From an optimization exercise on the open Yosys and OpenROAD flow, aimed at small area, a short achievable clock period and few clock cycles per item; shortcuts taken in it are not production practice. The RTL was checked by simulation tests, not by an equivalence proof against the original design.

==> job 2940 <==
## xoshiro256plus_with_jump_schedule
module xoshiro256plus_with_jump_schedule
(
	input  logic        clk,
	input  logic        arst_n,
	input  logic        req_valid,
	output logic        req_ready,
	input  logic        req_op,
	input  logic [63:0] req_seed,
	output logic        rsp_valid,
	input  logic        rsp_ready,
	output logic [63:0] rsp_value,
	input  logic        cfg_we,
	input  logic        cfg_wdata
);
clock: 5.0 ns
lec_check: 0
cap_margin: 35
core_margin: 2
core_utilization: 28
setup_slack_margin: 0.4
slew_margin: 35
run.sh (not shown) runs the stock make flow with config.mk's settings and CLKGATE_MAP_FILE= SYNTH_SCRIPT=/design/flow/synth_recipe.tcl, a recipe that flattens the netlist after the stock synthesis.
==> inputs of job 6404, as changes to job 2940 <==
Settings changed: CAP_MARGIN 35 to 20, SETUP_SLACK_MARGIN 0.4 to default, SLEW_MARGIN 35 to 20.
==> qor summary <==
| item | job 2940 | job 6404 |
|---|---|---|
| Number of detailed-route iterations in the first pass | 7 | 10 |
| Multi-input logic area | 75,500 µm² | 75,200 µm² |
| Initial DRC Count | 21,201 | 21,238 |
| Proportion of cell area occupied by registers | 14.7% | 14.8% |
| Outcome | failed layout checks | failed layout checks |
| Violated checks | negative setup slack | max-capacitance violations, max-slew violations, negative setup slack |
| Final design area excluding fillers | 130,000 µm² | 129,000 µm² |
| Clock transition at the registers of the reported paths | 0.06 ns | 0.07 ns |
| Min Clock Period, post-route | 5.06 ns | 5.05 ns |
| Filler Cell Count | 33,532 | 33,676 |
| Reg-to-reg slack, setup | -0.06 ns | -0.05 ns |
| Met2 WL | 385 mm | 386 mm |
| Transition time at the pin with the least slew margin | 1.19 ns | 1.51 ns |
Testbench counts of job 2940, summed over its fixed seeds: cycles 4,276, draws 1,160.
Testbench counts of job 6404, summed over its fixed seeds: cycles 4,276, draws 1,160.

========
==> exp/maple <==
Another version of the RTL of xoshiro256plus_with_jump_schedule (not shown whole).
==> flow/design.v (excerpt) <==
module xoshiro256plus_with_jump_schedule
(
	input  logic        clk,
	input  logic        arst_n,
	input  logic        req_valid,
	output logic        req_ready,
	input  logic        req_op,
	input  logic [63:0] req_seed,
	output logic        rsp_valid,
	input  logic        rsp_ready,
	output logic [63:0] rsp_value,
	input  logic        cfg_we,
	input  logic        cfg_wdata
);
Settings: LEC_CHECK=0, CAP_MARGIN=20, CORE_MARGIN=2, CORE_UTILIZATION=33, SLEW_MARGIN=20; clock period 5.0 ns.
==> exp/yarrow (differences from exp/maple) <==
GPL_TIMING_DRIVEN = 0   (was unset)
==> exp/xenon (differences from exp/maple) <==
--- a/flow/design.v
+++ b/flow/design.v
@@ -13,12 +13,13 @@
 	output logic              load_seed,   
 	output logic              load_y,      
 	output logic              out_load,    
 	output logic [NCHUNK-1:0] chunk_sel,   
 	output logic              x_u,         
 	output logic              x_acc,       
+	output logic              e_on,        
 	output logic              g_short,     
 	output logic              g_long       
 );
 	localparam logic OP_RESEED = 1'b0;
 	localparam logic [2:0] COUNT_LAST = 3'd5;
 	logic              pend_q;
@@ -33,44 +34,51 @@
 	logic              jl_d, js_d;
 	logic [2:0]        inc_d;
 	logic              out_free;
 	logic              take;
 	logic              draw;
 	logic              last;
+	logic              tail_q, tail_d;     
+	logic              first_q, first_d;   
 	assign out_free  = !valid_q || rsp_ready;
 	assign out_load  = pend_q && out_free;
 	assign req_ready = !busy_q && (!pend_q || out_free);
 	assign take      = req_valid && req_ready;
 	assign draw      = take && (req_op != OP_RESEED);
 	assign rsp_valid = valid_q;
-	assign last      = busy_q && chunk_q[0];
+	assign last      = busy_q && tail_q;
 	assign load_seed = take && (req_op == OP_RESEED);
 	assign load_y    = (draw && !(jl_q || js_q)) || last;
 	assign count_inc = (count_q == COUNT_LAST) ? 3'd0 : count_q + 3'd1;
 	always_comb begin
 		count_d    = count_q;
 		sched_on_d = sched_on_q;
 		busy_d     = busy_q;
 		long_d     = long_q;
 		chunk_d    = chunk_q;
+		tail_d     = tail_q;
+		first_d    = 1'b0;
 		if (take) begin
 			count_d = (req_op == OP_RESEED) ? 3'd0 : count_inc;
 		end
 		if (cfg_we) begin
 			sched_on_d = cfg_wdata;
 		end
 		if (draw && (jl_q || js_q)) begin
 			busy_d  = 1'b1;
+			first_d = 1'b1;
 			long_d  = jl_q;
 			chunk_d = chunk_q >> 1;
 		end else if (last) begin
 			busy_d  = 1'b0;
+			tail_d  = 1'b0;
 			chunk_d = '0;
 			chunk_d[NCHUNK-1] = 1'b1;
 		end else if (busy_q) begin
 			chunk_d = chunk_q >> 1;
+			tail_d  = chunk_q[0];
 		end
 	end
 	assign inc_d = (count_d == COUNT_LAST) ? 3'd0 : count_d + 3'd1;
 	assign jl_d  = sched_on_d && ((inc_d == 3'd0) || (inc_d == 3'd3));
 	assign js_d  = sched_on_d && ((inc_d == 3'd2) || (inc_d == 3'd4));
 	always_ff @(posedge clk or negedge arst_n) begin
@@ -79,12 +87,14 @@
 			valid_q    <= 1'b0;
 			count_q    <= 3'd0;
 			sched_on_q <= 1'b1;
 			busy_q     <= 1'b0;
 			long_q     <= 1'b0;
 			chunk_q    <= {1'b1, {(NCHUNK-1){1'b0}}};
+			tail_q     <= 1'b0;
+			first_q    <= 1'b0;
 			jl_q       <= 1'b0;
 			js_q       <= 1'b0;
 			x_u        <= 1'b1;
 			x_acc      <= 1'b0;
 			g_long     <= 1'b0;
 			g_short    <= 1'b0;
@@ -101,31 +111,37 @@
 			end
 			count_q    <= count_d;
 			sched_on_q <= sched_on_d;
 			busy_q     <= busy_d;
 			long_q     <= long_d;
 			chunk_q    <= chunk_d;
+			tail_q     <= tail_d;
+			first_q    <= first_d;
 			jl_q       <= jl_d;
 			js_q       <= js_d;
 			x_u        <= !busy_d && !(jl_d || js_d);
-			x_acc      <= busy_d;
+			x_acc      <= busy_d && !first_d;
 			g_long     <= busy_d ? long_d : jl_d;
 			g_short    <= busy_d ? !long_d : js_d;
 		end
 	end
 	assign chunk_sel = chunk_q;
+	assign e_on      = busy_q;
 endmodule
 module xjs_step_unit (
 	input  logic [255:0] u,
 	input  logic [255:0] acc,
 	input  logic [63:0]  seed,
 	input  logic [3:0]   chunk_sel,   
 	input  logic         x_u,
 	input  logic         x_acc,
 	input  logic         g_short,
 	input  logic         g_long,
+	input  logic [255:0] e,         
+	input  logic         e_on,
+	output logic [255:0] eng,       
 	output logic [255:0] y,
 	output logic [255:0] yr,
 	output logic [63:0]  w0,
 	output logic [63:0]  w3
 );
 	logic [63:0] uc;
@@ -2070,13 +2086,14 @@
 	assign cx[250] = (x[250] ^ (x[186] ^ x[205]));
 	assign cx[251] = (x[251] ^ (x[187] ^ x[206]));
 	assign cx[252] = (x[252] ^ (x[188] ^ x[207]));
 	assign cx[253] = (x[253] ^ (x[189] ^ x[208]));
 	assign cx[254] = (x[254] ^ (x[190] ^ x[209]));
 	assign cx[255] = (x[255] ^ (x[191] ^ x[210]));
-	assign y = cx ^ (es & {256{g_short}}) ^ (el & {256{g_long}});
+	assign eng = (es & {256{g_short}}) | (el & {256{g_long}});
+	assign y = cx ^ (e & {256{e_on}});
 	assign yr[0] = ~(seed[26] ^ (seed[0] ^ seed[19]));
 	assign yr[1] = ~(seed[27] ^ (seed[1] ^ seed[20]));
 	assign yr[2] = ~(seed[28] ^ (seed[2] ^ seed[21]));
 	assign yr[3] = (seed[29] ^ (seed[3] ^ seed[22]));
 	assign yr[4] = ~(seed[30] ^ (seed[4] ^ seed[23]));
 	assign yr[5] = ~(seed[31] ^ (seed[5] ^ seed[24]));
@@ -2479,12 +2496,14 @@
 	logic              out_load;
 	logic [NCHUNK-1:0] chunk_sel;
 	logic              x_u;
 	logic              x_acc;
 	logic              g_short;
 	logic              g_long;
+	logic              e_on;
+	logic [255:0]      eng, eng_q;
 	logic [255:0]      u_q;
 	logic [255:0]      acc_q;
 	logic [255:0]      y, yr;
 	logic [63:0]       w0, w3;
 	logic [63:0]       value_q;
 	xjs_seq #(
@@ -2503,23 +2522,27 @@
 		.load_y    (load_y),
 		.out_load  (out_load),
 		.chunk_sel (chunk_sel),
 		.x_u       (x_u),
 		.x_acc     (x_acc),
 		.g_short   (g_short),
-		.g_long    (g_long)
+		.g_long    (g_long),
+		.e_on      (e_on)
 	);
 	xjs_step_unit u_step (
 		.u         (u_q),
 		.acc       (acc_q),
 		.seed      (req_seed),
 		.chunk_sel (chunk_sel),
 		.x_u       (x_u),
 		.x_acc     (x_acc),
 		.g_short   (g_short),
 		.g_long    (g_long),
+		.e         (eng_q),
+		.e_on      (e_on),
+		.eng       (eng),
 		.y         (y),
 		.yr        (yr),
 		.w0        (w0),
 		.w3        (w3)
 	);
 	always_ff @(posedge clk or negedge arst_n) begin
@@ -2532,12 +2555,15 @@
 		end
 	end
 	always_ff @(posedge clk) begin
 		acc_q <= y;
 	end
 	always_ff @(posedge clk) begin
+		eng_q <= eng;
+	end
+	always_ff @(posedge clk) begin
 		if (out_load) begin
 			value_q <= w0 + w3;
 		end
 	end
 	assign rsp_value = value_q;
 endmodule
==> run notes <==
RD Place Congestion: exp/yarrow 1.49; exp/xenon 1.28; exp/maple 1.49
Effective utilization at floorplan: exp/yarrow 33.2%; exp/xenon 33.2%; exp/maple 33.2%
Main synth FF type: exp/yarrow dfrtp_1; exp/xenon dfxtp_1; exp/maple dfrtp_1
Number of placed instances with taps included: exp/yarrow 13872; exp/xenon 16250; exp/maple 16823
Synth Area in Compound Gates: exp/yarrow 7.34%; exp/xenon 8.55%; exp/maple 7.34%
HPWL after detailed placement: exp/yarrow 932 mm; exp/xenon 799 mm; exp/maple 908 mm
Cell count after synthesis: exp/yarrow 9441; exp/xenon 10013; exp/maple 9441
Net count after synthesis: exp/yarrow 9576; exp/xenon 10148; exp/maple 9576
Post-synth design cell area: exp/yarrow 97900 sq um; exp/xenon 92700 sq um; exp/maple 97900 sq um
Portion of synthesized cell area occupied by the leading cell type: exp/yarrow 33.4%; exp/xenon 41.9%; exp/maple 33.4%
Result of the run: exp/yarrow aborted with a tool error; exp/xenon aborted with a tool error; exp/maple aborted with a tool error
Stage where the flow stopped: exp/yarrow global routing; exp/xenon global routing; exp/maple global routing
Number of clock sinks seen by CTS: exp/yarrow 593; exp/xenon 851; exp/maple 593
Num CTS Buffers: exp/yarrow 54; exp/xenon 102; exp/maple 57
H-tree depth reported by CTS: exp/yarrow 2; exp/xenon 3; exp/maple 2
Setup Buffers After CTS: exp/yarrow 667; exp/xenon 0; exp/maple 8
Cell Rows: exp/yarrow 199; exp/xenon 194; exp/maple 199
Chip Width: exp/yarrow 549 microns; exp/xenon 534 microns; exp/maple 549 microns
Synth cell types: exp/yarrow 80; exp/xenon 70; exp/maple 80
Height of the die: exp/yarrow 549 microns; exp/xenon 534 microns; exp/maple 549 microns
Synthesized area per cell: exp/yarrow 10.4 sq um; exp/xenon 9.26 sq um; exp/maple 10.4 sq um
Minimum setup slack after placement: exp/yarrow -3.65 ns; exp/xenon 0.00687 ns; exp/maple -0.826 ns
Mux cell area share after synthesis: exp/yarrow 1.13%; exp/xenon 0.629%; exp/maple 1.13%
DP Area: exp/yarrow 115000 sq um; exp/xenon 124000 sq um; exp/maple 139000 sq um
Number of synthesized register bits: exp/yarrow 593; exp/xenon 851; exp/maple 593
Cts repair resizes: exp/yarrow 2858; exp/xenon 0; exp/maple 167
Total of buffers placed on input and output ports: exp/yarrow 107; exp/xenon 136; exp/maple 136
Testbench counts of exp/maple, summed over its fixed seeds: cycles 3,511, draws 1,160.
Testbench counts of exp/yarrow, summed over its fixed seeds: cycles 3,511, draws 1,160.
Testbench counts of exp/xenon, summed over its fixed seeds: cycles 4,276, draws 1,160.

[re-timing with driven ports]
The results above use ideal ports. As a check the final layouts listed here were re-extracted and re-timed, cells and wires unchanged.
Step 1, drivers: a clkbuf_16 drives clk and a buf_2 each remaining input, both assumed.
Step 2 adds t to the input delays and takes it off the output delays; t is the mean of the earliest and latest rising clock arrival at the registers after step 1. Input paths then give back, and output paths get back, about the clock's delay inside the block.
Three values: ideal ports, drivers, drivers and shift; two values: the first two.
run	t, ns	slack for setup (ns)	hold WS [ns]	worst data-port slew with drivers (ns)
job 2940	1.028	-0.065 / -0.065 / -0.065	0.045 / -0.031 / 0.428	0.14
job 6404	1.030	-0.049 / -0.049 / -0.049	-0.021 / -0.092 / 0.444	0.12
